What follows belongs to an exercise in optimizing a design on an open flow for small area, a short achievable clock period and few clock cycles; a production flow would make more cautious choices.
No run shown here included a check of the RTL's function; only the layout flow was run.
Power and IR drop assume default switching activity.

==> design/flow/design.v <==
package cab_bus_pkg;
  typedef logic [15:0] addr_t;
  typedef logic [31:0] data_t;
  typedef logic [15:0] half_t;
  typedef union packed {
    struct packed {
      logic [13:0] offset;
      logic        rsvd;
      logic        wr;
    } hdr;
    half_t data;
  } sreq_word_u;
  typedef enum logic [1:0] {
    send_addr,
    send_wdata_lo,
    send_wdata_hi
  } send_state_t;
endpackage
package cab_map_pkg;
  localparam int CAB_WINDOW = 4096;
  localparam int HDR_OFS_LSB = 2;
  localparam int DEFAULT_TIMEOUT = 250000;
endpackage
`timescale 1ns/1ns
module cab_bridge #(
  parameter int O_DEPTH = 8,        
  parameter int MRDY = 0,           
  parameter int WSHARE = 1,         
  parameter int SLOTS = 2,          
  parameter int TIMEOUT_CYCLES = 64
) (
  input  logic        clk,
  input  logic        rst_n,
  input  logic [31:0] maddr,
  input  logic [63:0] mwdata,
  input  logic [1:0]  mwr,
  input  logic [1:0]  mreq,
  output logic [1:0]  mrdy,
  output logic [1:0]  mdn,
  output logic [63:0] mrdata,
  input  logic [1:0]  srdy,
  input  logic [1:0]  sack,
  input  logic [31:0] sackdata,
  output logic [1:0]  sreq,
  output logic [31:0] sreqdata
);
  localparam int OP = $clog2(O_DEPTH);
  localparam int OC = $clog2(O_DEPTH + 1);
  localparam int CNT_W = $clog2(TIMEOUT_CYCLES + 1);
  localparam int NW = WSHARE ? 1 : 2;
  logic          cur_m;             
  logic [1:0]    hv;                
  logic [1:0]    hw;                
  logic [9:0]    hofs [2];          
  logic [1:0]    ph [2];            
  logic [1:0]    cs;                
  logic          wbv;               
  logic [31:0]   wbuf [NW];
  logic [1:0]    o_mem [O_DEPTH];   
  logic [OP-1:0] o_wp, o_rp;
  logic [OC-1:0] o_cnt;
  logic          o_full;
  logic [OC-1:0] wd_cnt [2];        
  logic [1:0]    rd_out [2];        
  logic [1:0]    rcnt [2];          
  logic [1:0]    r_wp, r_rp;        
  logic [1:0]    hsel;              
  logic [31:0]   rmem [2][SLOTS];
  logic [CNT_W-1:0] t_cnt;
  logic          ans;               
  logic [SLOTS-1:0] sel [2];        
  logic [1:0]    ok_q;              
  logic [1:0]    lst_q;             
  logic [1:0]    wl_q;              
  logic        m1;
  logic [15:0] a;
  logic        a_wr;
  logic [31:0] a_wd;
  logic        a_map;
  logic        a_sl;
  logic        acc;
  logic        rdy;
  logic [1:0]  push;
  logic        o_push;
  logic [1:0]  xfer;
  logic [1:0]  lastw;
  logic [1:0]  okr, okw;            
  logic [1:0]  rdy_l;
  assign m1 = mreq[1];
  assign a = m1 ? maddr[31:16] : maddr[15:0];
  assign a_wr = m1 ? mwr[1] : mwr[0];
  assign a_wd = m1 ? mwdata[63:32] : mwdata[31:0];
  assign a_map = a[15:13] == 3'b000;
  assign a_sl = a[12];
  for (genvar s = 0; s < 2; s++) begin : g_x
    assign xfer[s] = srdy[s] && cs[s];
    assign lastw[s] = !hw[s] || ph[s] == 2'd2;
    if (MRDY == 0) begin : g_p
      assign okr[s] = ok_q[s] || (srdy[s] && lst_q[s]);
    end else begin : g_f
      assign okr[s] = ok_q[s];
    end
    if (WSHARE) begin : g_ws
      if (MRDY == 0) begin : g_p
        assign okw[s] = okr[s] && (!wbv || (srdy[0] && wl_q[0]) || (srdy[1] && wl_q[1]));
      end else begin : g_f
        assign okw[s] = okr[s] && !wbv;
      end
    end else begin : g_wn
      assign okw[s] = okr[s];
    end
  end
  for (genvar m = 0; m < 2; m++) begin : g_rdy
    assign rdy_l[m] = maddr[m*16 + 12] ? (mwr[m] ? okw[1] : okr[1]) : (mwr[m] ? okw[0] : okr[0]);
  end
  assign mrdy = rdy_l;
  assign rdy = m1 ? rdy_l[1] : rdy_l[0];
  assign acc = (|mreq) && rdy;
  assign o_push = acc && a_map;
  assign push[0] = o_push && !a_sl;
  assign push[1] = o_push && a_sl;
  logic          hd_s, hd_w;        
  logic          nh_s, nh_w;        
  logic [OC-1:0] o_base, o_inc;     
  logic          o_left;            
  logic          o_full_nx;
  logic [OP-1:0] o_rp_nx;
  logic          h_wait;
  logic          t_hit_nx;
  logic [1:0]    hv_nx, hw_nx, cs_nx;
  logic [1:0]    ph_nx [2];
  logic [1:0]    wpop, rpop, rtake;
  logic [1:0]    rd_sent, wr_sent, rpush;
  logic [OC-1:0] wd_nx [2];
  logic [1:0]    wd_nz_nx;
  logic [1:0]    rd_out_nx [2];
  logic [1:0]    rd_nz_nx;
  logic [1:0]    rd_room_nx;
  logic [1:0]    rcnt_nx [2];
  logic [1:0]    rc_nz_nx;
  logic [1:0]    r_rp_nx;
  logic [1:0]    nh_rd;             
  logic          h_wait_nx;
  logic          ans_nx;
  logic          wbv_nx;
  assign {hd_s, hd_w} = o_mem[o_rp];
  assign o_rp_nx = !ans ? o_rp : (o_rp == OP'(O_DEPTH - 1)) ? '0 : o_rp + 1'b1;
  assign {nh_s, nh_w} = o_mem[o_rp_nx];
  assign o_base = ans ? o_cnt - 1'b1 : o_cnt;
  assign o_inc = ans ? o_cnt : o_cnt + 1'b1;
  assign o_left = o_base != '0;
  assign o_full_nx = o_push ? (o_inc == OC'(O_DEPTH)) : (o_base == OC'(O_DEPTH));
  for (genvar s = 0; s < 2; s++) begin : g_nx
    logic [OC-1:0] wd_base, wd_inc;
    logic [1:0]    rd_base, rd_inc, rc_base, rc_inc;
    assign nh_rd[s] = o_left && !nh_w && nh_s == s[0];
    assign rd_sent[s] = xfer[s] && !hw[s];
    assign wr_sent[s] = xfer[s] && hw[s] && ph[s] == 2'd2;
    assign rpush[s] = sack[s] && hsel[s];
    assign wpop[s] = ans && hd_w && hd_s == s[0];
    assign rpop[s] = ans && !hd_w && hd_s == s[0];
    assign rtake[s] = rpop[s] && rcnt[s] != 2'd0;
    assign wd_base = wpop[s] ? wd_cnt[s] - 1'b1 : wd_cnt[s];
    assign wd_inc = wpop[s] ? wd_cnt[s] : wd_cnt[s] + 1'b1;
    assign wd_nx[s] = wr_sent[s] ? wd_inc : wd_base;
    assign wd_nz_nx[s] = wr_sent[s] || wd_base != '0;
    assign rd_base = rpop[s] ? rd_out[s] - 1'b1 : rd_out[s];
    assign rd_inc = rpop[s] ? rd_out[s] : rd_out[s] + 1'b1;
    assign rd_out_nx[s] = rd_sent[s] ? rd_inc : rd_base;
    assign rd_nz_nx[s] = rd_sent[s] || rd_base != '0;
    assign rd_room_nx[s] = rd_sent[s] ?
        (rd_inc < 2'(SLOTS) || (rd_inc == 2'(SLOTS) && nh_rd[s])) :
        (rd_base < 2'(SLOTS) || (rd_base == 2'(SLOTS) && nh_rd[s]));
    assign rc_base = rtake[s] ? rcnt[s] - 1'b1 : rcnt[s];
    assign rc_inc = rtake[s] ? rcnt[s] : rcnt[s] + 1'b1;
    assign rcnt_nx[s] = rpush[s] ? rc_inc : rc_base;
    assign rc_nz_nx[s] = rpush[s] || rc_base != '0;
    assign r_rp_nx[s] = (SLOTS > 1) && (r_rp[s] ^ rtake[s]);
    assign hv_nx[s] = push[s] || (hv[s] && !(xfer[s] && lastw[s]));
    assign hw_nx[s] = push[s] ? a_wr : hw[s];
    assign ph_nx[s] = (push[s] || (xfer[s] && lastw[s])) ? 2'd0 :
                      xfer[s] ? ph[s] + 2'd1 : ph[s];
    assign cs_nx[s] = hv_nx[s] && (hw_nx[s] || rd_room_nx[s]);
  end
  assign h_wait = o_cnt != '0 && !hd_w && rd_out[hd_s] != '0 && rcnt[hd_s] == '0;
  assign t_hit_nx = h_wait && !ans && t_cnt == CNT_W'(TIMEOUT_CYCLES - 2);
  assign h_wait_nx = o_left && !nh_w && rd_nz_nx[nh_s] && !rc_nz_nx[nh_s];
  assign ans_nx = o_left && (nh_w ? wd_nz_nx[nh_s] : (rc_nz_nx[nh_s] || (t_hit_nx && h_wait_nx)));
  assign wbv_nx = WSHARE && ((o_push && a_wr) || (wbv && !wr_sent[0] && !wr_sent[1]));
  always_ff @(posedge clk or negedge rst_n) begin
    if (!rst_n) begin
      cur_m <= 1'b0;
      hv <= '0;
      cs <= '0;
      wbv <= 1'b0;
      o_wp <= '0;
      o_rp <= '0;
      o_cnt <= '0;
      o_full <= 1'b0;
      t_cnt <= '0;
      ans <= 1'b0;
      mdn <= '0;
      r_wp <= '0;
      r_rp <= '0;
      hsel <= '0;
      ok_q <= '0;
      lst_q <= '0;
      wl_q <= '0;
      for (int s = 0; s < 2; s++) begin
        ph[s] <= 2'd0;
        wd_cnt[s] <= '0;
        rd_out[s] <= '0;
        rcnt[s] <= '0;
        sel[s] <= '0;
      end
    end else begin
      if (acc) cur_m <= m1;
      hv <= hv_nx;
      cs <= cs_nx;
      wbv <= wbv_nx;
      if (o_push) o_wp <= (o_wp == OP'(O_DEPTH - 1)) ? '0 : o_wp + 1'b1;
      o_rp <= o_rp_nx;
      o_cnt <= o_push ? o_inc : o_base;
      o_full <= o_full_nx;
      t_cnt <= (h_wait && !ans) ? t_cnt + 1'b1 : '0;
      ans <= ans_nx;
      mdn <= ans_nx ? (cur_m ? 2'b10 : 2'b01) : 2'b00;
      r_rp <= r_rp_nx;
      for (int s = 0; s < 2; s++) begin
        ph[s] <= ph_nx[s];
        wd_cnt[s] <= wd_nx[s];
        rd_out[s] <= rd_out_nx[s];
        rcnt[s] <= rcnt_nx[s];
        if (sack[s]) hsel[s] <= !hsel[s];
        if (rpush[s] && SLOTS > 1) r_wp[s] <= !r_wp[s];
        for (int k = 0; k < SLOTS; k++) begin
          sel[s][k] <= nh_rd[s] && rc_nz_nx[s] && r_rp_nx[s] == k[0];
        end
        ok_q[s] <= !hv_nx[s] && !o_full_nx;
        lst_q[s] <= cs_nx[s] && (!hw_nx[s] || ph_nx[s] == 2'd2) && !o_full_nx;
        wl_q[s] <= cs_nx[s] && hw_nx[s] && ph_nx[s] == 2'd2;
      end
    end
  end
  always_ff @(posedge clk) begin
    for (int s = 0; s < 2; s++) begin
      if (push[s]) begin
        hw[s] <= a_wr;
        hofs[s] <= a[11:2];
      end
      if (sack[s] && !hsel[s]) rmem[s][SLOTS > 1 ? r_wp[s] : 1'b0][15:0] <= sackdata[s*16 +: 16];
      if (sack[s] && hsel[s]) rmem[s][SLOTS > 1 ? r_wp[s] : 1'b0][31:16] <= sackdata[s*16 +: 16];
    end
    for (int w = 0; w < NW; w++) begin
      if (WSHARE ? (o_push && a_wr) : (push[w] && a_wr)) wbuf[w] <= a_wd;
    end
    if (o_push) o_mem[o_wp] <= {a_sl, a_wr};
  end
  for (genvar s = 0; s < 2; s++) begin : g_out
    assign sreq[s] = srdy[s] && cs[s];
    assign sreqdata[s*16 +: 16] = (ph[s] == 2'd1) ? wbuf[WSHARE ? 0 : s][15:0] :
                                  (ph[s] == 2'd2) ? wbuf[WSHARE ? 0 : s][31:16] :
                                                    {4'b0, hofs[s], 1'b0, hw[s]};
  end
  logic [31:0] rd;
  always_comb begin
    rd = '0;
    for (int s = 0; s < 2; s++)
      for (int k = 0; k < SLOTS; k++)
        rd = rd | ({32{sel[s][k]}} & rmem[s][k]);
  end
  assign mrdata = {rd, rd};
endmodule
`timescale 1ns/1ns
module cab_bridge_top (
  input  logic        clk,
  input  logic        rst_n,
  input  logic [31:0] maddr,
  input  logic [63:0] mwdata,
  input  logic [1:0]  mwr,
  input  logic [1:0]  mreq,
  output logic [1:0]  mrdy,
  output logic [1:0]  mdn,
  output logic [63:0] mrdata,
  input  logic [1:0]  srdy,
  input  logic [1:0]  sack,
  input  logic [31:0] sackdata,
  output logic [1:0]  sreq,
  output logic [31:0] sreqdata
);
  cab_bridge u_bridge (.*);
endmodule
==> design/flow/flow/run.sh <==
#!/bin/bash
# standard layout, with plain buffers on the ports instead of the delay cells buffer_ports picks
set -euo pipefail
bash standard.sh "BUFFER_PORTS_ARGS=-buffer_cell sky130_fd_sc_hd__buf_2" finish > standard.log 2>&1
==> design/flow/standard.sh <==
#!/bin/bash
# synth_recipe.tcl (not shown) runs the flow's synth.tcl, then flattens the netlist and writes it again
# the make line also repeats each setting of config.mk as NAME=value (left out here)
make -C /OpenROAD-flow-scripts/flow DESIGN_CONFIG=/design/flow/config.mk WORK_HOME=/design/flow/orfs CLKGATE_MAP_FILE= SYNTH_SCRIPT=/design/flow/synth_recipe.tcl "${@:-finish}"
==> design/flow/config.mk <==
export PLATFORM = sky130hd
export DESIGN_NAME = cab_bridge_top
export DESIGN_NICKNAME = cab_bridge_top
export VERILOG_FILES = /design/flow/design.v
export SDC_FILE = /design/flow/constraint.sdc
export NUM_CORES = 4
export LEC_CHECK = 0
export CAP_MARGIN = 20
export CORE_MARGIN = 2
export CORE_UTILIZATION = 40
export SETUP_SLACK_MARGIN = 4
export SLEW_MARGIN = 20
==> design/flow/constraint.sdc <==
create_clock -name core_clock -period 7.0 [get_ports {clk}]
set_input_delay 1.4000 -clock core_clock [delete_from_list [all_inputs] [get_ports {clk}]]
set_output_delay 1.4000 -clock core_clock [all_outputs]
set_load 0.01 [all_outputs]
==> results of run 1 <==
[state kept, by name (all words and copies together) (netlist names), 4 cells and up]
register	flops
u_bridge.rmem	128
u_bridge.wbuf	32
u_bridge.hofs	20
u_bridge.o_mem	16
u_bridge.wd_cnt	8
u_bridge.t_cnt	7
u_bridge.o_cnt	4
u_bridge.ph	4
u_bridge.rcnt	4
u_bridge.rd_out	4
u_bridge.sel	4
[what timing repair did]
item | in CTS | in global routing
setup buffers | 58 | 17
endpoints found under the setup margin | 201 | 119
cloned | 5 | 1
hold buffers | 0 | 0
resized for setup | 161 | 56
pin swaps | 41 | 20
[how the worst min path moves through the flow]
stage,startpoint,end,cells after the start
after floorplan,u_bridge.cur_m,u_bridge.mdn[0],1
after global placement,u_bridge.r_rp[0],u_bridge.r_rp[0],1
after detailed placement,u_bridge.r_rp[0],u_bridge.r_rp[0],1
after CTS,u_bridge.r_rp[0],u_bridge.r_rp[0],1
after global routing,u_bridge.r_rp[0],u_bridge.r_rp[0],1
final,u_bridge.r_rp[0],u_bridge.r_rp[0],1
[report_power, final]
group	leakage, nW	switching (mW)	internal (mW)
Clock	0.457	0.591	0.939
Combinational	3.32	1.53	1.42
Sequential	2.56	0.254	2.00
Total	6.34	2.37	4.36
[layout by cell type, fill, tap and decap left out, types with 5 or more instances in the layout]
cell type	n
nand2_2	14
a22oi_2	35
o21ai_2	7
clkbuf_1	9
and2_1	5
buf_2	212
buf_4	51
bufinv_16	6
nand2_4	8
dfrtp_2	6
a22oi_1	32
inv_1	24
edfxtp_1	196
buf_12	12
buf_6	39
o21ai_1	19
o211ai_1	11
ha_1	13
clkbuf_16	28
nor2_1	43
mux2i_2	6
mux2_2	47
a22o_1	9
nand2_1	80
nor2b_1	8
o21ai_0	12
nand3_1	11
nand4_1	10
dfrtp_1	53
nor3_1	14
and3_1	6
buf_16	5
mux2i_1	27
xnor2_1	24
xor2_1	9
a21oi_1	18
[critical path, cell delays in order]
cell and delay (ns):
buf_8 0.11, a21oi_4 0.17, mux2i_2 0.11, and2_4 0.16
buf_6 0.11
[layer usage]
layer	global-route usage [%]	vias up	wire [um]
met5	0	-	0
met1	24.91	4172	12980
li1	-	3988	-
met4	3.030	0	387
met2	32.37	262	15100
met3	2.835	33	1579
[stage by stage]
stage                     cell area (sq um)  total power, mW  worst slack [ns]  utilization [%]  std cells
final                                 15920            6.732             3.536            53.85       1616
after global routing                  15920            7.107             3.496            53.85       1616
after CTS                             15540            6.566             3.503            52.56       1598
after detailed placement              13340            4.392             2.506            45.14       1485
after global placement                13340            4.354             2.557            45.13       1485
after floorplan                       12030            3.764             3.835                -        923
[kinds of logic after synthesis]
| logic type | share of synthesized area [%] |
|---|---|
| xor gates and xnor gates | 2.417 |
| and+or+nand+nor | 10.08 |
| buffers and inverters | 4.280 |
| DFF | 62.53 |
| muxes | 8.046 |
| AOI/OAI and AO/OA | 10.77 |
| adders and majority gates | 1.883 |
[final cells by class]
cell class	instances	area (sq um)	area share, %
Multi-Input combinational cell	563	4537	28.50
Clock buffer	36	709.4	4.457
Inverter	30	117.6	0.7389
Sequential cell	260	7496	47.09
Clock inverter	14	239.0	1.501
Tap cell	390	488.0	3.066
Timing Repair Buffer	323	2331	14.64
==> out/metrics.cfg, run 1 <==
[global_route]
grt_max_degree = 63
grt_pass1_wl_um = 45370
antenna_found_initial = 1
grt_util_all_layers_pct = 18.56
globalRouteOverflowTotal = 0
grt_pass1_vias = 8064

[synth]
synthArstFlopShare_pct = 23.85
synth_area_sq_um = 11960
synthesis.instances = 923
synth_top_cell_area_share_pct = 49.22
yosys-top-cells-area = edfxtp_1, dfrtp_1, mux2_2, a22oi_1, nand2_1
postSynthAreaPerCell_sq_um = 12.96
ys_seq_area_share_pct = 62.53
synth_edf_count = 196
synthTopCellsByCount = edfxtp_1, nand2_1, a22oi_1
yosysTopAreaCell = edfxtp_1
synth_ff_type = edfxtp_1
ys_seq_elements = 260
yosysMostFrequentCell = edfxtp_1
synth_nets = 1079
yosys_warnings = 12
ys_types = 62

[cts]
cts_tree = done
clock-sinks = 260
clk_path_buf_depth = 3
cts-htree-levels = 1
insertion_delay_ns = 0.54
cts_made_buffers = 27
clkTransAtPathRegs_ns = 0.06
cts-root-buf = clkbuf_16

[setup_path]
end_kind = output pin
r2r_end = u_bridge.mdn[0]
endpoint = mrdy[0]
start_kind = input pin
crit_type = in2out
cp_max_fo = 3
worstSetupStartpoint = srdy[1]
critPathRequiredTime_ns = 5.60
rr_worst_depth = 10
r2r_setup_slack_ns = 4.11
arrival_ns = 2.06
r2r-start = u_bridge.o_rp[0]

[outcome]
status = complete, no violations

[timing]
timing.fmax_mhz = 288.6
finalSetupViolCount = 0
rsz0062_at_grt = true
slew_viol_final = 0
tightest_slew_ns = 1.016
whs_ns = 0.4716
slew_headroom_pct = 32.26
finalCritPeriodShare_pct = 49.49
min_period_ns = 3.464
tns_ns = 0
hold_violations = 0
worst_clock_skew_ns = 0.01063

[power]
leakagePower_nw = 6.339
peakVddDrop_v = 0.0002472
power_density_nw_per_um2 = 422.9

[job]
maxCapViolations = 0

[floorplanning]
dieWidth_um = 176.9
start_util_pct = 40.45
ios = 240
row_count = 63
dieArea_sq_um = 31290
die_h_um = 176.9
coreArea_sq_um = 29560

[drt]
vias = 8455
vias_per_cell = 5.232
dr.pass1.iters = 5
wl_um = 30050
wl_per_cell_um = 18.59
drt-initial-drc-count = 635
ant_nets = 0
drc = 0

[placed_design]
place.gp.congestion = 0.7657
portBuffers = 235
hpwl_um = 18320

[cells_and_area]
final_nets = 1361
drive_gt1_share_pct = 43.96
area_growth_pct = 33.12
fillers = 2512
antenna_cells = 0

[min_path]
hold_class = reg2reg

==> run 2, diff against run 1 <==
--- a/design/flow/config.mk
+++ b/design/flow/config.mk
@@ -8,5 +8,5 @@
 export CAP_MARGIN = 20
 export CORE_MARGIN = 2
 export CORE_UTILIZATION = 40
-export SETUP_SLACK_MARGIN = 4
+export SETUP_SLACK_MARGIN = 3
 export SLEW_MARGIN = 20
==> out/metrics.cfg, run 2 <==
[outcome]
status = complete, no violations  ; unchanged

[synth]
ys_seq_elements = 260  ; unchanged
yosys_warnings = 12  ; unchanged
ys_seq_area_share_pct = 62.53  ; unchanged
synthesis.instances = 923  ; unchanged
synth_nets = 1079  ; unchanged
synthArstFlopShare_pct = 23.85  ; unchanged
postSynthAreaPerCell_sq_um = 12.96  ; unchanged
synth_area_sq_um = 11960  ; unchanged
synth_ff_type = edfxtp_1  ; unchanged
synth_edf_count = 196  ; unchanged
yosys-top-cells-area = edfxtp_1, dfrtp_1, mux2_2, a22oi_1, nand2_1  ; unchanged
synth_top_cell_area_share_pct = 49.22  ; unchanged
synthTopCellsByCount = edfxtp_1, nand2_1, a22oi_1  ; unchanged
yosysTopAreaCell = edfxtp_1  ; unchanged
ys_types = 62  ; unchanged
yosysMostFrequentCell = edfxtp_1  ; unchanged

[timing]
worst_clock_skew_ns = 0.01459  ; was 0.01063 ns
finalSetupViolCount = 0  ; unchanged
tightest_slew_ns = 1.022  ; was 1.016 ns
tns_ns = 0  ; unchanged
rsz0062_at_grt = false  ; was true
finalCritPeriodShare_pct = 52.58  ; was 49.49%
min_period_ns = 3.681  ; was 3.464 ns
slew_viol_final = 0  ; unchanged
timing.fmax_mhz = 271.7  ; was 288.6 MHz
slew_headroom_pct = 31.87  ; was 32.26%
hold_violations = 0  ; unchanged

[cts]
insertion_delay_ns = 0.54  ; about the same
cts-htree-levels = 1  ; unchanged
clkTransAtPathRegs_ns = 0.06  ; about the same
clock-sinks = 260  ; unchanged
cts_tree = done  ; unchanged
cts-root-buf = clkbuf_16  ; unchanged
clk_path_buf_depth = 3  ; unchanged
cts_made_buffers = 28  ; was 27

[setup_path]
cp_max_fo = 3  ; unchanged
arrival_ns = 2.28  ; was 2.06 ns
r2r_setup_slack_ns = 3.41  ; was 4.11 ns
crit_path_frequent_cell = buf_2
start_kind = input pin  ; unchanged
rr_worst_depth = 9  ; was 10
critPathSlowestCell = a21oi_1  ; was a21oi_4
critPathRequiredTime_ns = 5.60  ; about the same
crit_chain = buf_2 -> a21oi_1 -> mux2i_1 -> and2_1 -> buf_2  ; was buf_8 -> a21oi_4 -> mux2i_2 -> and2_4 -> buf_6
cpPeakStageDelay_ns = 0.26  ; was 0.17 ns
end_kind = output pin  ; unchanged
r2r-start = u_bridge.o_rp[0]  ; unchanged
crit_type = in2out  ; unchanged
r2r_end = u_bridge.mdn[0]  ; unchanged

[cells_and_area]
drive_gt1_share_pct = 31.39  ; was 43.96%
final_nets = 1284  ; was 1361
area_growth_pct = 19.03  ; was 33.12%
fillers = 2686  ; was 2512
layout_common_cells = buf_2, edfxtp_1, nand2_1, a22oi_1, dfrtp_1  ; was buf_2, edfxtp_1, nand2_1, dfrtp_1, buf_4
largest_register_ffs = 128  ; unchanged
final_common_cell = buf_2  ; unchanged
fin_cells = 1541  ; was 1616

[power]
p_clk_share_pct = 24.6  ; was 22.7%
peakVddDrop_v = 0.0002037  ; was 0.0002472 V
power_mw = 5.749  ; was 6.732 mW
power.share.switching_pct = 35.88  ; was 35.24%
leakagePower_nw = 5.668  ; was 6.339 nW
power_density_nw_per_um2 = 403.9  ; was 422.9 nW/um^2
p_seq_share_pct = 39.4  ; was 33.5%
comb_power_share_pct = 36.0  ; was 43.8%
p_int_mw = 3.686  ; was 4.359 mW
switching_power_mw = 2.063  ; was 2.372 mW

[min_path]
hold_start = u_bridge.r_rp[0]  ; unchanged
hold_class = reg2reg  ; unchanged
hold_end = u_bridge.r_rp[0]  ; unchanged
hold_depth = 1  ; unchanged

[job]
maxCapViolations = 0  ; unchanged

[placed_design]
portBuffers = 235  ; unchanged
place.gp.congestion = 0.7664  ; was 0.7657
dp_cells = 1488  ; was 1485
hpwl_um = 18090  ; was 18320 um

[global_route]
grt_max_degree = 63  ; unchanged
grt_pass1_wl_um = 41150  ; was 45370 um
grt_pass1_vias = 7546  ; was 8064
antenna_found_initial = 1  ; unchanged
globalRouteOverflowTotal = 0  ; unchanged
grt_util_all_layers_pct = 16.69  ; was 18.56%

[drt]
wl_per_cell_um = 17.29  ; was 18.59 um
ant_nets = 0  ; unchanged
vias = 7924  ; was 8455
dr.pass1.iters = 7  ; was 5
wl_um = 26650  ; was 30050 um
drt-initial-drc-count = 552  ; was 635
vias_per_cell = 5.142  ; was 5.232
drc = 0  ; unchanged

[floorplanning]
dieArea_sq_um = 31290  ; unchanged
dieWidth_um = 176.9  ; unchanged
start_util_pct = 40.45  ; unchanged
coreArea_sq_um = 29560  ; unchanged
row_count = 63  ; unchanged
ios = 240  ; unchanged
die_h_um = 176.9  ; unchanged

-- run 2: what timing repair did --
| item | CTS | global route |
|---|---|---|
| hold buffers | 0 | 0 |
| endpoints found under the setup margin | 1 | 13 |
| resized for setup | 1 | 5 |
| buffers inserted | 0 | 0 |
-- run 2: power by group through the flow --
| stage | clock network, mW | registers [mW] | logic [mW] |
|---|---|---|---|
| floorplan | 0 | 2.17 | 1.58 |
| global placement | 0 | 2.28 | 2.05 |
| detailed placement | 0 | 2.29 | 2.08 |
| CTS | 1.45 | 2.26 | 2.09 |
| global route | 1.52 | 2.31 | 2.31 |
| finish | 1.41 | 2.26 | 2.07 |
-- run 2: metal layers --
layer	vias to the layer above	global-route usage, %	routed length (um)
met5	-	0	0
met1	3817	22.32	11730
met3	33	3.007	1572
li1	3830	-	-
met4	0	3.719	401
met2	244	28.40	12940
-- run 2: how the worst max path moves through the flow --
stage | start | end | slack [ns]
6_report | srdy[1] | mrdy[1] | 3.32
5_1_grt | mreq[1] | u_bridge.lst_q[1] | 3.09
4_1_cts | u_bridge.ph[0][0] | sreqdata[12] | 3.03
3_5_place_dp | mreq[1] | u_bridge.lst_q[1] | 2.55
3_3_place_gp | mreq[1] | u_bridge.lst_q[1] | 2.63
2_1_floorplan | mreq[1] | u_bridge.lst_q[0] | 3.46
-- run 2: area by class of cell --
cell class / count / area, sq um / area share (%)
Antenna cell: 1 / 2.502 / 0.01758
Timing Repair Buffer: 245 / 1254 / 8.808
Tap cell: 390 / 488.0 / 3.428
Sequential cell: 260 / 7481 / 52.56
Inverter: 30 / 112.6 / 0.7911
Clock inverter: 18 / 160.2 / 1.125
Clock buffer: 34 / 743.2 / 5.222
Multi-Input combinational cell: 563 / 3993 / 28.05
-- run 2: cell families (layout without fill, tap and decap cells) --
family,count (synthesis),count (layout),share of synthesized area (%)
flops,260,260,62.53
simple gates,246,246,10.08
compound gates,180,180,10.77
buf+inv,100,327,4.280
mux,86,86,8.046
xor+xnor,33,33,2.417
fa+ha+maj,18,18,1.883
other cells,0,1,0
-- run 2: worst max-delay path, delay by kind of cell --
family | cells | cell delay (ns)
compound gates | 1 | 0.26
buf+inv | 2 | 0.28
mux | 1 | 0.15
simple gates | 1 | 0.19
-- run 2: through the flow --
step | hold WS [ns] | util, % | setup WS [ns] | area (sq um)
after detailed placement | 0.4681 | 45.03 | 2.549 | 13310
after CTS | 0.4835 | 48.09 | 3.032 | 14220
final | 0.4825 | 48.15 | 3.319 | 14230
after floorplan | 0.4245 | - | 3.462 | 11960
after global placement | 0.4686 | 45.02 | 2.626 | 13310
after global routing | 0.5010 | 48.15 | 3.090 | 14230
==> run 3, diff against run 2 <==
--- a/design/flow/design.v
+++ b/design/flow/design.v
@@ -26,7 +26,7 @@
   parameter int O_DEPTH = 8,        
   parameter int MRDY = 0,           
   parameter int WSHARE = 1,         
-  parameter int SLOTS = 2,          
+  parameter int SLOTS = 1,          
   parameter int TIMEOUT_CYCLES = 64
 ) (
   input  logic        clk,
==> out/metrics.cfg, run 3 <==
[setup_path]
cp_max_fo = 3  ; unchanged
cp.depth = 5  ; unchanged
rr_worst_depth = 9  ; unchanged
crit_family = compound AO/OA/AOI/OAI gates  ; was buffers and inverters
r2r_setup_slack_ns = 3.45  ; was 3.41 ns
critPathRequiredTime_ns = 5.60  ; about the same
cp.buffers_inverters = 2  ; unchanged
crit_chain = buf_2 -> a21oi_1 -> a21oi_1 -> and2_1 -> buf_2  ; was buf_2 -> a21oi_1 -> mux2i_1 -> and2_1 -> buf_2
worstSetupStartpoint = srdy[1]  ; unchanged
cpPeakStageDelay_ns = 0.28  ; was 0.26 ns
r2r-start = u_bridge.o_rp[0]  ; unchanged
arrival_ns = 2.30  ; was 2.28 ns
r2r_end = u_bridge.mdn[0]  ; unchanged
crit_type = in2out  ; unchanged
endpoint = mrdy[1]  ; unchanged
start_kind = input pin  ; unchanged
critPathSlowestCell = a21oi_1  ; unchanged
end_kind = output pin  ; unchanged

[timing]
timing.fmax_mhz = 269.9  ; was 271.7 MHz
tightest_slew_ns = 1.102  ; was 1.022 ns
hold_violations = 0  ; unchanged
worst_clock_skew_ns = 0.01281  ; was 0.01459 ns
tns_ns = 0  ; unchanged
finalCritPeriodShare_pct = 52.92  ; was 52.58%
min_period_ns = 3.705  ; was 3.681 ns
rsz0062_at_grt = false  ; unchanged
finalSetupViolCount = 0  ; unchanged
slew_headroom_pct = 26.55  ; was 31.87%
slew_viol_final = 0  ; unchanged

[min_path]
hold_class = reg2reg  ; unchanged
hold_depth = 1  ; unchanged

[power]
power_density_nw_per_um2 = 395.0  ; was 403.9 nW/um^2
leakagePower_nw = 4.696  ; was 5.668 nW
peakVddDrop_v = 0.0001801  ; was 0.0002037 V

[global_route]
grt_pass1_vias = 6592  ; was 7546
grt_max_degree = 57  ; was 63
antenna_found_initial = 0  ; was 1
grt_pass1_wl_um = 33910  ; was 41150 um
grt_util_all_layers_pct = 17.49  ; was 16.69%
globalRouteOverflowTotal = 0  ; unchanged

[cells_and_area]
fillers = 2135  ; was 2686
antenna_cells = 0  ; was 1
seq_area_sq_um = 5405  ; was 7481 sq um
drive_gt1_share_pct = 33.24  ; was 31.39%
layout_common_cells = buf_2, edfxtp_1, nand2_1, dfrtp_1, nor2_1  ; was buf_2, edfxtp_1, nand2_1, a22oi_1, dfrtp_1
largest_register_ffs = 64  ; was 128
fin_cells = 1336  ; was 1541
multiInputGateArea_sq_um = 3661  ; was 3993 sq um
area_growth_pct = 19.74  ; was 19.03%
final_nets = 1160  ; was 1284
final_common_cell = buf_2  ; unchanged

[synth]
synth_top_cell_area_share_pct = 41.42  ; was 49.22%
synth_ff_type = edfxtp_1  ; unchanged
synth_area_sq_um = 9570  ; was 11960 sq um
synthArstFlopShare_pct = 29.47  ; was 23.85%
yosys-top-cells-area = edfxtp_1, dfrtp_1, mux2_2, a22o_1, mux2i_1  ; was edfxtp_1, dfrtp_1, mux2_2, a22oi_1, nand2_1
synthesis.instances = 805  ; was 923
yosysTopAreaCell = edfxtp_1  ; unchanged
ys_seq_area_share_pct = 56.48  ; was 62.53%
yosysMostFrequentCell = edfxtp_1  ; unchanged
ys_seq_elements = 190  ; was 260
synthTopCellsByCount = edfxtp_1, nand2_1, dfrtp_1  ; was edfxtp_1, nand2_1, a22oi_1
ys_types = 71  ; was 62
synth_nets = 961  ; was 1079
postSynthAreaPerCell_sq_um = 11.89  ; was 12.96 sq um
yosys_warnings = 13  ; was 12
synth_edf_count = 132  ; was 196

[drt]
vias = 6861  ; was 7924
vias_per_cell = 5.135  ; was 5.142
wl_per_cell_um = 16.55  ; was 17.29 um
drc = 0  ; unchanged
ant_nets = 0  ; unchanged
dr.pass1.iters = 5  ; was 7
wl_um = 22110  ; was 26650 um
drt-initial-drc-count = 444  ; was 552

[cts]
clk_path_buf_depth = 2  ; was 3
cts-root-buf = clkbuf_16  ; unchanged
insertion_delay_ns = 0.43  ; was 0.54 ns
clkTransAtPathRegs_ns = 0.08  ; was 0.06 ns
clock-sinks = 190  ; was 260
cts_setup_buffers = 0  ; unchanged
cts-htree-levels = 4  ; was 1
ctsHoldBuffers = 0  ; unchanged
cts_made_buffers = 17  ; was 28
cts_tree = done  ; unchanged

[placed_design]
place.gp.congestion = 0.8231  ; was 0.7664
hpwl_um = 15870  ; was 18090 um
dp_cells = 1303  ; was 1488
portBuffers = 235  ; unchanged

[floorplanning]
start_util_pct = 40.77  ; was 40.45%
row_count = 56  ; was 63
ios = 240  ; unchanged
die_h_um = 158.7  ; was 176.9 um
dieArea_sq_um = 25180  ; was 31290 sq um
coreArea_sq_um = 23470  ; was 29560 sq um
dieWidth_um = 158.7  ; was 176.9 um

[job]
maxCapViolations = 0  ; unchanged

[outcome]
status = complete, no violations  ; unchanged

run 3: changes by cell type in the layout (fill, tap and decap cells not counted), sizes merged, moves of 11 or more:
cell	previous run	this run
a22o	9	38
inv	31	43
nand2	102	75
a22oi	67	5
edfxtp	196	132
a211oi	0	11
clkbuf	35	18
run 3: stage by stage:
| stage | cell area (sq um) | worst slack [ns] | util (%) | total power [mW] | hold WS, ns |
|---|---|---|---|---|---|
| after floorplan | 9570 | 3.381 | - | 3.045 | 0.4536 |
| after global placement | 10840 | 2.793 | 46.18 | 3.559 | 0.4766 |
| after detailed placement | 10840 | 2.827 | 46.18 | 3.581 | 0.4851 |
| after CTS | 11440 | 3.037 | 48.74 | 4.562 | 0.4995 |
| after global routing | 11460 | 3.081 | 48.82 | 4.857 | 0.5102 |
| final | 11460 | 3.295 | 48.82 | 4.527 | 0.4979 |
run 3: area by class of cell:
class	count	share of cell area [%]
sequential	190	47.17
clock buffer	17	3.712
multi-input combinational	514	31.95
clock inverter	15	1.507
inverter	36	1.179
timing repair buffer	245	11.01
tap	319	3.483
run 3: worst min path at each step:
stage                       from                end
6_report        u_bridge.hsel[0]   u_bridge.hsel[0]
5_1_grt         u_bridge.hsel[0]   u_bridge.hsel[0]
4_1_cts         u_bridge.hsel[0]   u_bridge.hsel[0]
3_5_place_dp    u_bridge.hsel[0]   u_bridge.hsel[0]
3_3_place_gp    u_bridge.hsel[1]   u_bridge.hsel[1]
2_1_floorplan  u_bridge.t_cnt[0]  u_bridge.t_cnt[0]
run 3: timing repair:
| item | CTS | global route |
|---|---|---|
| pin swaps | 0 | 0 |
| setup endpoints to repair | 1 | 4 |
| gates resized for setup | 1 | 2 |
run 3: routing by layer:
layer / global-route usage, % / part of all wire (%) / wire length, um / up-vias
met4: 4.076 / 0.82 / 181 / 0
li1: - / - / - / 3354
met3: 4.409 / 6.4 / 1425 / 13
met5: 0 / 0 / 0 / -
met2: 28.78 / 47 / 10390 / 225
met1: 23.32 / 46 / 10110 / 3269
run 3: cells by family (layout without fill, tap and decap cells):
| logic type | Yosys count | in the layout | synth area share [%] |
|---|---|---|---|
| simple gates | 216 | 216 | 11.10 |
| compound gates | 173 | 173 | 13.23 |
| xor+xnor | 30 | 30 | 2.745 |
| buf+inv | 101 | 313 | 5.321 |
| fa+ha+maj | 20 | 20 | 2.562 |
| mux | 75 | 75 | 8.563 |
| flops | 190 | 190 | 56.48 |
run 3: where the power goes:
group	internal, mW	switching, mW
clock network	0.511	0.462
logic	0.789	1.09
registers	1.45	0.227
==> run 4, diff against run 3 <==
--- a/design/flow/design.v
+++ b/design/flow/design.v
@@ -23,7 +23,7 @@
 endpackage
 `timescale 1ns/1ns
 module cab_bridge #(
-  parameter int O_DEPTH = 8,        
+  parameter int O_DEPTH = 6,        
   parameter int MRDY = 0,           
   parameter int WSHARE = 1,         
   parameter int SLOTS = 1,          
--- a/design/flow/config.mk
+++ b/design/flow/config.mk
@@ -7,6 +7,6 @@
 export LEC_CHECK = 0
 export CAP_MARGIN = 20
 export CORE_MARGIN = 2
-export CORE_UTILIZATION = 40
+export CORE_UTILIZATION = 65
 export SETUP_SLACK_MARGIN = 3
 export SLEW_MARGIN = 20
==> out/metrics.cfg, run 4 <==
[drt]
wl_um = 20280  ; was 22110 um
met3_length_um = 1260  ; was 1425 um
drt-met1-wl_um = 8272  ; was 10110 um
drc = 0  ; unchanged
ant_nets = 0  ; unchanged
vias_per_cell = 5.802  ; was 5.135
drt-initial-drc-count = 483  ; was 444
dr_wl_met2_um = 10370  ; was 10390 um
vias = 6545  ; was 6861
dr.pass1.iters = 5  ; unchanged
routed.top_layer = met4  ; unchanged
wl_per_cell_um = 17.98  ; was 16.55 um

[synth]
postSynthAreaPerCell_sq_um = 12.17  ; was 11.89 sq um
yosys_warnings = 13  ; unchanged
synth_ff_type = edfxtp_1  ; unchanged
yosys-top-cells-area = edfxtp_1, dfrtp_1, mux2_2, a22o_1, mux2i_1  ; unchanged
ys_seq_area_share_pct = 57.70  ; was 56.48%
synth_nets = 895  ; was 961
yosysMostFrequentCell = edfxtp_1  ; unchanged
ys_seq_elements = 183  ; was 190
synth_top_cell_area_share_pct = 42.57  ; was 41.42%
synthArstFlopShare_pct = 28.96  ; was 29.47%
synth_edf_count = 128  ; was 132
synth_area_sq_um = 9030  ; was 9570 sq um
synthesis.instances = 742  ; was 805
yosysTopAreaCell = edfxtp_1  ; unchanged
synthTopCellsByCount = edfxtp_1, nand2_1, dfrtp_1, mux2_2, nor2_1  ; was edfxtp_1, nand2_1, dfrtp_1
ys_types = 64  ; was 71

[power]
leakagePower_nw = 4.520  ; was 4.696 nW
power_density_nw_per_um2 = 391.1  ; was 395.0 nW/um^2
power_mw = 4.182  ; was 4.527 mW
peakVddDrop_v = 0.0002355  ; was 0.0001801 V

[setup_path]
r2r_end = u_bridge.mdn[0]  ; unchanged
crit_family = adder cells  ; was compound AO/OA/AOI/OAI gates
r2r-start = u_bridge.o_rp[0]  ; unchanged
start_kind = register  ; was input pin
crit_type = reg2out  ; was in2out
crit_chain = inv_1 -> ha_1 -> nor2b_1 -> a22o_1 -> buf_2  ; was buf_2 -> a21oi_1 -> a21oi_1 -> and2_1 -> buf_2
critPathRequiredTime_ns = 5.60  ; about the same
cp.buffers_inverters = 2  ; unchanged
critPathSlowestCell = ha_1  ; was a21oi_1
r2r_setup_slack_ns = 3.26  ; was 3.45 ns
cp_max_fo = 15  ; was 3
end_kind = output pin  ; unchanged
arrival_ns = 2.36  ; was 2.30 ns
cpPeakStageDelay_ns = 0.70  ; was 0.28 ns
rr_worst_depth = 8  ; was 9

[timing]
tns_ns = 0  ; unchanged
tightest_slew_ns = 1.092  ; was 1.102 ns
hold_violations = 0  ; unchanged
rsz0062_at_grt = false  ; unchanged
slew_viol_final = 0  ; unchanged
setup_ws_ns = 3.242  ; was 3.295 ns
timing.fmax_mhz = 266.1  ; was 269.9 MHz
worst_clock_skew_ns = 0.005874  ; was 0.01281 ns
finalSetupViolCount = 0  ; unchanged
min_period_ns = 3.758  ; was 3.705 ns
slew_headroom_pct = 27.21  ; was 26.55%
finalCritPeriodShare_pct = 53.69  ; was 52.92%

[cts]
cts-root-buf = clkbuf_16  ; unchanged
clkTransAtPathRegs_ns = 0.07  ; was 0.08 ns
cts_made_buffers = 17  ; unchanged
clk_path_buf_depth = 2  ; unchanged
cts_setup_buffers = 0  ; unchanged
insertion_delay_ns = 0.43  ; about the same
cts-htree-levels = 4  ; unchanged
cts_tree = done  ; unchanged
ctsHoldBuffers = 0  ; unchanged
clock-sinks = 183  ; was 190

[cells_and_area]
fin_cells = 1128  ; was 1336
antenna_cells = 0  ; unchanged
final_nets = 1088  ; was 1160
area_growth_pct = 18.42  ; was 19.74%
final_common_cell = buf_2  ; unchanged
drive_gt1_share_pct = 35.76  ; was 33.24%
layout_common_cells = buf_2, edfxtp_1, nand2_1, mux2_2, dfrtp_1  ; was buf_2, edfxtp_1, nand2_1, dfrtp_1, nor2_1
largest_register_ffs = 64  ; unchanged
finish.instance_area_sq_um = 10690  ; was 11460 sq um

[min_path]
hold_end = u_bridge.mdn[0]  ; was u_bridge.hsel[0]
hold_class = reg2reg  ; unchanged
hold_depth = 1  ; unchanged
hold_start = u_bridge.cur_m  ; was u_bridge.hsel[0]

[floorplanning]
start_util_pct = 65.82  ; was 40.77%
die_h_um = 121.9  ; was 158.7 um
dieArea_sq_um = 14850  ; was 25180 sq um
coreArea_sq_um = 13720  ; was 23470 sq um
ios = 240  ; unchanged
row_count = 43  ; was 56
dieWidth_um = 121.9  ; was 158.7 um

[global_route]
grt_pass1_wl_um = 31410  ; was 33910 um
grt_pass1_vias = 6353  ; was 6592
grt_max_degree = 54  ; was 57
grt_util_all_layers_pct = 27.78  ; was 17.49%
globalRouteOverflowTotal = 0  ; unchanged
antenna_found_initial = 0  ; unchanged

[job]
maxCapViolations = 0  ; unchanged

[placed_design]
pre_cts_ws_ns = 2.467  ; was 2.827 ns
dp_cells = 1096  ; was 1303
hpwl_um = 14730  ; was 15870 um
portBuffers = 235  ; unchanged
placed_area_sq_um = 10100  ; was 10840 sq um
place.gp.congestion = 0.8709  ; was 0.8231

[outcome]
status = complete, no violations  ; unchanged

## run 4: changes by cell type after synthesis, sizes merged, moves of 4 or more
cell,before,now
nand3,18,11
nor3b,2,6
a211oi,11,4
edfxtp,132,128
nor4,8,3
nand2,75,61
nor2,46,41
a21boi,6,0
o2111ai,6,1
clkbuf,25,31
inv,36,31
mux2,45,55
## run 4: what timing repair did
item                                    4_1_cts  5_1_grt
endpoints found under the setup margin        1        2
gates resized for setup                       1        2
endpoints found under the hold margin         0        0
## run 4: report_power, final
| group | switching (mW) | leakage, nW | internal (mW) | total (mW) |
|---|---|---|---|---|
| clock network | 0.437 | 0.286 | 0.509 | 0.946 |
| logic | 0.919 | 2.38 | 0.698 | 1.62 |
| registers | 0.225 | 1.86 | 1.39 | 1.62 |
## run 4: area by class of cell
type	instances	area [sq um]
multi-input cells	460	3323
flip-flops and latches	183	5210
fillers	873	3027
inverters	31	116.4
well taps	180	225.2
clock buffers	18	429.2
clock inverters	14	157.7
repair buffers	242	1231
## run 4: through the flow
| step | utilization [%] | hold slack (ns) |
|---|---|---|
| 6_report | 77.94 | 0.4731 |
| 5_1_grt | 77.94 | 0.4940 |
| 4_1_cts | 77.91 | 0.4772 |
| 2_1_floorplan | - | 0.4258 |
| 3_3_place_gp | 73.62 | 0.4523 |
| 3_5_place_dp | 73.62 | 0.4650 |
## run 4: worst max path at each step
stage                   endpoint  cells after the start         startpoint  slack, ns
4_1_cts             sreqdata[16]                      6  u_bridge.ph[1][0]       3.02
5_1_grt          u_bridge.mdn[0]                      8   u_bridge.o_rp[0]       3.01
2_1_floorplan  u_bridge.lst_q[0]                      7            mreq[1]       3.14
3_3_place_gp   u_bridge.lst_q[1]                      8            mreq[1]       2.61
3_5_place_dp   u_bridge.lst_q[1]                      8            mreq[1]       2.47
6_report            sreqdata[15]                      5  u_bridge.ph[0][0]       3.24
## run 4: metal layers
layer / GRT usage [%] / up-vias
met4: 9.842 / 0
met1: 35.82 / 3150
met3: 5.243 / 28
met5: 0 / -
met2: 47.38 / 282
li1: - / 3085
## run 4: cells by family after synthesis
logic type	count (synthesis)	synth area share [%]
multiplexers	84	10.30
XOR/XNOR	31	3.007
AO/OA/AOI/OAI	137	10.57
flip-flops	183	57.70
AND/OR/NAND/NOR	193	10.81
buffers and inverters	99	5.542
adder cells (fa/ha/maj)	15	2.078
==> run 5, diff against run 4 <==
--- a/design/flow/design.v
+++ b/design/flow/design.v
@@ -23,10 +23,10 @@
 endpackage
 `timescale 1ns/1ns
 module cab_bridge #(
-  parameter int O_DEPTH = 6,        
+  parameter int O_DEPTH = 8,        
   parameter int MRDY = 0,           
   parameter int WSHARE = 1,         
-  parameter int SLOTS = 1,          
+  parameter int SLOTS = 2,          
   parameter int TIMEOUT_CYCLES = 64
 ) (
   input  logic        clk,
--- a/design/flow/config.mk
+++ b/design/flow/config.mk
@@ -8,5 +8,7 @@
 export CAP_MARGIN = 20
 export CORE_MARGIN = 2
 export CORE_UTILIZATION = 65
+export CTS_BUF_LIST = sky130_fd_sc_hd__clkbuf_4
+export CTS_CLUSTER_SIZE = 20
 export SETUP_SLACK_MARGIN = 3
 export SLEW_MARGIN = 20
==> out/metrics.cfg, run 5 <==
[power]
p_clk_share_pct = 24.0  ; was 22.6%
power.share.switching_pct = 36.33  ; was 37.82%
p_int_mw = 3.624  ; was 2.601 mW
switching_power_mw = 2.068  ; was 1.582 mW
power_density_nw_per_um2 = 405.4  ; was 391.1 nW/um^2
peakVddDrop_v = 0.0002152  ; was 0.0002355 V
comb_power_share_pct = 35.8  ; was 38.7%
leakagePower_nw = 5.760  ; was 4.520 nW
p_seq_share_pct = 40.2  ; was 38.7%

[cells_and_area]
drive_gt1_share_pct = 34.98  ; was 35.76%
seq_area_sq_um = 7482  ; was 5210 sq um
final_nets = 1321  ; was 1088
final_common_cell = buf_2  ; unchanged
largest_register_ffs = 128  ; was 64
fillers = 1183  ; was 873
area_growth_pct = 17.42  ; was 18.42%
layout_common_cells = buf_2, edfxtp_1, nand2_1, clkbuf_4, a22oi_1  ; was buf_2, edfxtp_1, nand2_1, mux2_2, dfrtp_1
multiInputGateArea_sq_um = 4005  ; was 3323 sq um

[floorplanning]
dieArea_sq_um = 19500  ; was 14850 sq um
row_count = 49  ; was 43
dieWidth_um = 139.6  ; was 121.9 um
ios = 240  ; unchanged
die_h_um = 139.6  ; was 121.9 um
start_util_pct = 66.34  ; was 65.82%
coreArea_sq_um = 18020  ; was 13720 sq um

[setup_path]
critPathSlowestCell = ha_2  ; was ha_1
critPathRequiredTime_ns = 5.60  ; about the same
end_kind = output pin  ; unchanged
cpPeakStageDelay_ns = 0.47  ; was 0.70 ns
crit_chain = inv_1 -> ha_2 -> nor2b_1 -> a22o_1 -> buf_2  ; was inv_1 -> ha_1 -> nor2b_1 -> a22o_1 -> buf_2
rr_worst_depth = 9  ; was 8
cp.depth = 5  ; unchanged
arrival_ns = 2.37  ; was 2.36 ns
cp_max_fo = 15  ; unchanged
crit_family = adder cells  ; unchanged
start_kind = register  ; unchanged
cp.buffers_inverters = 2  ; unchanged
crit_type = reg2out  ; unchanged

[timing]
tightest_slew_ns = 1.003  ; was 1.092 ns
min_period_ns = 3.766  ; was 3.758 ns
tns_ns = 0  ; unchanged
slew_viol_final = 0  ; unchanged
setup_ws_ns = 3.234  ; was 3.242 ns
worst_clock_skew_ns = 0.02689  ; was 0.005874 ns
slew_headroom_pct = 33.07  ; was 27.21%
timing.fmax_mhz = 265.5  ; was 266.1 MHz
hold_violations = 0  ; unchanged
finalCritPeriodShare_pct = 53.80  ; was 53.69%
rsz0062_at_grt = false  ; unchanged
finalSetupViolCount = 0  ; unchanged

[synth]
synthesis.instances = 923  ; was 742
yosys-top-cells-area = edfxtp_1, dfrtp_1, mux2_2, a22oi_1, nand2_1  ; was edfxtp_1, dfrtp_1, mux2_2, a22o_1, mux2i_1
ys_types = 62  ; was 64
ys_seq_elements = 260  ; was 183
yosysMostFrequentCell = edfxtp_1  ; unchanged
synth_top_cell_area_share_pct = 49.22  ; was 42.57%
synthTopCellsByCount = edfxtp_1, nand2_1, a22oi_1  ; was edfxtp_1, nand2_1, dfrtp_1, mux2_2, nor2_1
yosys_warnings = 12  ; was 13
synth_ff_type = edfxtp_1  ; unchanged
synthArstFlopShare_pct = 23.85  ; was 28.96%
ys_seq_area_share_pct = 62.53  ; was 57.70%
yosysTopAreaCell = edfxtp_1  ; unchanged
synth_edf_count = 196  ; was 128
postSynthAreaPerCell_sq_um = 12.96  ; was 12.17 sq um
synth_area_sq_um = 11960  ; was 9030 sq um
synth_nets = 1079  ; was 895

[drt]
wl_um = 26160  ; was 20280 um
ant_nets = 0  ; unchanged
dr.pass1.iters = 5  ; unchanged
vias_per_cell = 5.749  ; was 5.802
drc = 0  ; unchanged
wl_per_cell_um = 18.09  ; was 17.98 um
vias = 8313  ; was 6545
drt-initial-drc-count = 466  ; was 483

[cts]
clock-sinks = 260  ; was 183
clk_path_buf_depth = 3  ; was 2
clkTransAtPathRegs_ns = 0.06  ; was 0.07 ns
cts_made_buffers = 68  ; was 17
cts_tree = done  ; unchanged
cts-htree-levels = 3  ; was 4
cts-root-buf = clkbuf_4  ; was clkbuf_16
insertion_delay_ns = 0.64  ; was 0.43 ns

[global_route]
grt_max_degree = 63  ; was 54
antenna_found_initial = 2  ; was 0
grt_util_all_layers_pct = 26.60  ; was 27.78%
globalRouteOverflowTotal = 0  ; unchanged
grt_pass1_wl_um = 41000  ; was 31410 um
grt_pass1_vias = 8062  ; was 6353

[outcome]
status = complete, no violations  ; unchanged

[placed_design]
portBuffers = 235  ; unchanged
hpwl_um = 17620  ; was 14730 um
pre_cts_ws_ns = 2.529  ; was 2.467 ns
place.gp.congestion = 0.8170  ; was 0.8709

[job]
maxCapViolations = 0  ; unchanged

[min_path]
hold_class = reg2reg  ; unchanged
hold_depth = 1  ; unchanged

## run 5: changes by cell type in the layout (fill, tap and decap cells not counted), moves of 6 or more
cell       previous run  this run
clkbuf_4              0       102
edfxtp_1            128       196
a22oi_1               3        67
nand2_1              61       102
a22o_1               37         9
clkbuf_16            17         0
clkinv_1              0        12
o211ai_1              2        11
inv_6                 7         0
mux2_2               53        47
mux2i_1              28        34
## run 5: power by group through the flow
stage	Combinational [mW]	Clock [mW]	Sequential (mW)
floorplan	1.58	0	2.17
global placement	1.97	0	2.30
detailed placement	2.02	0	2.31
CTS	2.03	1.40	2.28
global route	2.25	1.47	2.33
finish	2.04	1.37	2.29
## run 5: layer usage
metal  GRT usage [%]  vias to the layer above  routed length [um]
met4           8.684                        0                 341
met1           34.89                     3992               10790
li1                -                     3947                   -
met5               0                        -                   0
met2           44.30                      344               13080
met3           6.504                       30                1954
## run 5: layout make-up
class                           instances  area share, %
Clock buffer                          101          5.400
Multi-Input combinational cell        563          28.52
Tap cell                              229          2.041
Sequential cell                       260          53.29
Timing Repair Buffer                  242          8.768
Clock inverter                         19          1.141
Inverter                               30         0.8020
Antenna cell                            2        0.03564
## run 5: path summary, 6_finish.rpt
path,slack [ns],endpoint,startpoint
min in group asynchronous,0.94,u_bridge.t_cnt[4],rst_n
setup / recovery,3.23,sreqdata[13],u_bridge.ph[0][0]
hold / removal,0.48,u_bridge.t_cnt[0],u_bridge.t_cnt[0]
max in group asynchronous,5.48,u_bridge.sel[1][0],rst_n
hold reg to reg,0.48,u_bridge.t_cnt[0],u_bridge.t_cnt[0]
setup reg to reg,3.37,u_bridge.lst_q[0],u_bridge.o_rp[0]
## run 5: stage by stage
| stage | instances | utilization, % | hold slack, ns | area (sq um) | power (mW) |
|---|---|---|---|---|---|
| after floorplan | 923 | - | 0.4245 | 11960 | 3.743 |
| after global placement | 1324 | 72.62 | 0.4627 | 13090 | 4.271 |
| after detailed placement | 1324 | 72.62 | 0.4762 | 13090 | 4.329 |
| after CTS | 1444 | 77.76 | 0.4866 | 14020 | 5.712 |
| after global routing | 1446 | 77.90 | 0.5001 | 14040 | 6.056 |
| final | 1446 | 77.90 | 0.4839 | 14040 | 5.692 |
## run 5: what timing repair did
action / in CTS / in global routing
setup buffers: 0 / 0
hold buffers: 0 / 0
cloned: 0 / 0
endpoints found under the setup margin: 6 / 7
pin swaps: 0 / 0
resized for setup: 3 / 3
## run 5: logic make-up after synthesis
logic type	count (synthesis)	share of synthesized area, %
flip-flops	260	62.53
AND/OR/NAND/NOR	246	10.08
AO/OA/AOI/OAI	180	10.77
buffers and inverters	100	4.280
multiplexers	86	8.046
XOR/XNOR	33	2.417
adder cells (fa/ha/maj)	18	1.883
==> run 6, diff against run 5 <==
--- a/design/flow/design.v
+++ b/design/flow/design.v
@@ -23,10 +23,10 @@
 endpackage
 `timescale 1ns/1ns
 module cab_bridge #(
-  parameter int O_DEPTH = 8,        
+  parameter int O_DEPTH = 6,        
   parameter int MRDY = 0,           
   parameter int WSHARE = 1,         
-  parameter int SLOTS = 2,          
+  parameter int SLOTS = 1,          
   parameter int TIMEOUT_CYCLES = 64
 ) (
   input  logic        clk,
==> design/flow/flow/run.sh (replaced) <==
#!/bin/bash
# standard layout, with plain buffers on the ports instead of the delay cells
# buffer_ports picks, and a clock tree without dummy loads
set -euo pipefail
bash standard.sh "BUFFER_PORTS_ARGS=-buffer_cell sky130_fd_sc_hd__buf_2" \
  "CTS_ARGS=-sink_clustering_enable -repair_clock_nets -dont_use_dummy_load -sink_clustering_size 30 -buf_list sky130_fd_sc_hd__clkbuf_8 -root_buf sky130_fd_sc_hd__clkbuf_16" \
  finish > standard.log 2>&1
--- a/design/flow/config.mk
+++ b/design/flow/config.mk
@@ -8,7 +8,5 @@
 export CAP_MARGIN = 20
 export CORE_MARGIN = 2
 export CORE_UTILIZATION = 65
-export CTS_BUF_LIST = sky130_fd_sc_hd__clkbuf_4
-export CTS_CLUSTER_SIZE = 20
 export SETUP_SLACK_MARGIN = 3
 export SLEW_MARGIN = 20
==> out/metrics.cfg, run 6 <==
[outcome]
status = complete, no violations  ; unchanged

[timing]
slew_headroom_pct = 28.19  ; was 33.07%
hold_violations = 0  ; unchanged
slew_viol_final = 0  ; unchanged
finalSetupViolCount = 0  ; unchanged
rsz0062_at_grt = false  ; unchanged
whs_ns = 0.4852  ; was 0.4839 ns
finalCritPeriodShare_pct = 53.44  ; was 53.80%
timing.fmax_mhz = 267.3  ; was 265.5 MHz
tightest_slew_ns = 1.077  ; was 1.003 ns
setup_ws_ns = 3.259  ; was 3.234 ns
worst_clock_skew_ns = 0.02843  ; was 0.02689 ns
min_period_ns = 3.741  ; was 3.766 ns
tns_ns = 0  ; unchanged

[floorplanning]
dieArea_sq_um = 14850  ; was 19500 sq um
start_util_pct = 65.82  ; was 66.34%
coreArea_sq_um = 13720  ; was 18020 sq um
dieWidth_um = 121.9  ; was 139.6 um
die_h_um = 121.9  ; was 139.6 um
row_count = 43  ; was 49
ios = 240  ; unchanged

[cts]
ctsHoldBuffers = 0  ; unchanged
clkTransAtPathRegs_ns = 0.06  ; about the same
cts-htree-levels = 4  ; was 3
insertion_delay_ns = 0.39  ; was 0.64 ns
cts-root-buf = clkbuf_16  ; was clkbuf_4
clk_path_buf_depth = 2  ; was 3
clock-sinks = 183  ; was 260
cts_tree = done  ; unchanged
cts_made_buffers = 17  ; was 68
cts_setup_buffers = 0  ; unchanged

[cells_and_area]
final_nets = 1088  ; was 1321
fin_cells = 1115  ; was 1446
largest_register_ffs = 64  ; was 128
final_common_cell = buf_2  ; unchanged
utilization_pct = 75.49  ; was 77.90%
layout_common_cells = buf_2, edfxtp_1, nand2_1, mux2_2, dfrtp_1  ; was buf_2, edfxtp_1, nand2_1, clkbuf_4, a22oi_1
drive_gt1_share_pct = 34.83  ; was 34.98%
area_growth_pct = 14.69  ; was 17.42%
finish.instance_area_sq_um = 10360  ; was 14040 sq um

[setup_path]
start_kind = register  ; unchanged
rr_worst_depth = 8  ; was 9
crit_type = reg2reg  ; was reg2out
critPathRequiredTime_ns = 7.29  ; was 5.60 ns
cp_max_fo = 18  ; was 15
arrival_ns = 4.03  ; was 2.37 ns
r2r_setup_slack_ns = 3.26  ; was 3.37 ns
end_kind = register  ; was output pin

[placed_design]
portBuffers = 235  ; unchanged
pre_cts_ws_ns = 2.467  ; was 2.529 ns
place.gp.congestion = 0.8709  ; was 0.8170
placed_area_sq_um = 10100  ; was 13090 sq um
hpwl_um = 14730  ; was 17620 um
dp_cells = 1096  ; was 1324

[synth]
synth_ff_type = edfxtp_1  ; unchanged
synth_edf_count = 128  ; was 196
yosysMostFrequentCell = edfxtp_1  ; unchanged
ys_seq_area_share_pct = 57.70  ; was 62.53%
synth_top_cell_area_share_pct = 42.57  ; was 49.22%
yosysTopAreaCell = edfxtp_1  ; unchanged
yosys-top-cells-area = edfxtp_1, dfrtp_1, mux2_2, a22o_1, mux2i_1  ; was edfxtp_1, dfrtp_1, mux2_2, a22oi_1, nand2_1
yosys_warnings = 13  ; was 12
synthArstFlopShare_pct = 28.96  ; was 23.85%
postSynthAreaPerCell_sq_um = 12.17  ; was 12.96 sq um
synthesis.instances = 742  ; was 923
synthTopCellsByCount = edfxtp_1, nand2_1, dfrtp_1, mux2_2, nor2_1  ; was edfxtp_1, nand2_1, a22oi_1
ys_seq_elements = 183  ; was 260
ys_types = 64  ; was 62
synth_nets = 895  ; was 1079
synth_area_sq_um = 9030  ; was 11960 sq um

[drt]
dr.pass1.iters = 5  ; unchanged
drt-initial-drc-count = 507  ; was 466
drc = 0  ; unchanged
wl_per_cell_um = 17.93  ; was 18.09 um
vias = 6458  ; was 8313
vias_per_cell = 5.792  ; was 5.749
ant_nets = 0  ; unchanged
wl_um = 19990  ; was 26160 um

[power]
power_density_nw_per_um2 = 364.1  ; was 405.4 nW/um^2
power_mw = 3.771  ; was 5.692 mW
leakagePower_nw = 4.361  ; was 5.760 nW
peakVddDrop_v = 0.0002299  ; was 0.0002152 V

[global_route]
grt_pass1_wl_um = 30790  ; was 41000 um
grt_pass1_vias = 6331  ; was 8062
globalRouteOverflowTotal = 0  ; unchanged
antenna_found_initial = 2  ; unchanged
grt_max_degree = 54  ; was 63
grt_util_all_layers_pct = 27.08  ; was 26.60%

[job]
maxCapViolations = 0  ; unchanged

[min_path]
hold_depth = 1  ; unchanged
hold_class = reg2reg  ; unchanged

## run 6: cell types whose count changed in the layout (fill, tap and decap cells not counted), moves of 6 or more
cell and delta:
mux2i_1 -6, a22o_1 +28, mux2_2 +6, clkbuf_8 +16, clkinv_1 -12, a22oi_1 -64
o211ai_1 -9, clkbuf_4 -102, nand2_1 -41, edfxtp_1 -68
## run 6: layout make-up
type	instances	area (sq um)
antenna	2	5.005
clock buffer	17	245.2
fill	931	3363
inverter	31	116.4
multi-input combinational	460	3323
sequential	183	5210
tap	180	225.2
timing repair buffer	242	1231
## run 6: what timing repair did
action / in CTS / in global routing
cloned: 0 / 0
endpoints found under the setup margin: 2 / 2
pin swaps: 0 / 0
resized for setup: 1 / 2
## run 6: cell families after synthesis
logic type,synth area share (%)
multiplexers,10.30
XOR/XNOR,3.007
AO/OA/AOI/OAI,10.57
buffers and inverters,5.542
adder cells (fa/ha/maj),2.078
AND/OR/NAND/NOR,10.81
flip-flops,57.70
## run 6: layer usage
metal	vias up	track usage, %	wire [um]
li1	3058	-	-
met1	3119	35.11	8368
met2	242	45.81	9976
met3	39	5.103	1173
met4	0	9.914	471
met5	-	0	0
## run 6: path summary, 6_finish.rpt
kind	start	endpoint
min	u_bridge.t_cnt[0]	u_bridge.t_cnt[0]
max reg2reg	u_bridge.o_rp[0]	u_bridge.mdn[0]
max	u_bridge.o_rp[0]	u_bridge.mdn[0]
max in group asynchronous	rst_n	u_bridge.wl_q[1]
min reg2reg	u_bridge.t_cnt[0]	u_bridge.t_cnt[0]
min in group asynchronous	rst_n	u_bridge.t_cnt[4]
## run 6: critical path: stages, from the launching register on
cell      delay [ns]
dfrtp_1         0.73
mux2_2          0.42
a222oi_1        0.59
nand4_1         0.54
nor2_2          0.38
o41ai_1         0.13
mux2_2          0.30
a311o_1         0.43
nor2_1          0.14
## run 6: where the power goes
part / switching (mW) / internal [mW]
clock: 0.310 / 0.230
sequential: 0.224 / 1.39
combinational: 0.915 / 0.698

## what the ideal ports hide
The flow's constraints put no driver on any port. The routed layouts listed below were extracted and timed again, unchanged, in two steps.
Step 1 sets driving cells, clkbuf_16 on the clock port and buf_2 on the other inputs (assumed; they add their load-dependent delay and slew).
Step 2 moves the port delays by t, midway between the first and last clock arrival at a register: inputs arrive t later, outputs are due t later. That takes back most of the time a late clock gives input paths.
a / b / c = no drivers / after step 1 / after step 2; a / b = the first two.
run | shift t [ns] | setup slack, ns | slew at the worst register clock pin (ns)
run 1 | 0.581 | 3.536 / 3.496 / 3.496 | 0.06 / 0.06
run 2 | 0.579 | 3.319 / 3.280 / 2.830 | 0.06 / 0.06
run 3 | 0.472 | 3.295 / 3.274 / 3.001 | 0.08 / 0.08
run 4 | 0.474 | 3.242 / 3.200 / 2.962 | 0.07 / 0.07
run 5 | 0.658 | 3.234 / 3.201 / 2.850 | 0.07 / 0.07
run 6 | 0.412 | 3.259 / 3.259 / 2.974 | 0.09 / 0.09
After both steps every run listed still meets setup and hold. For run 2, which loses most, drivers alone change the setup slack by -0.039 ns; drivers and shift together by -0.489 ns.
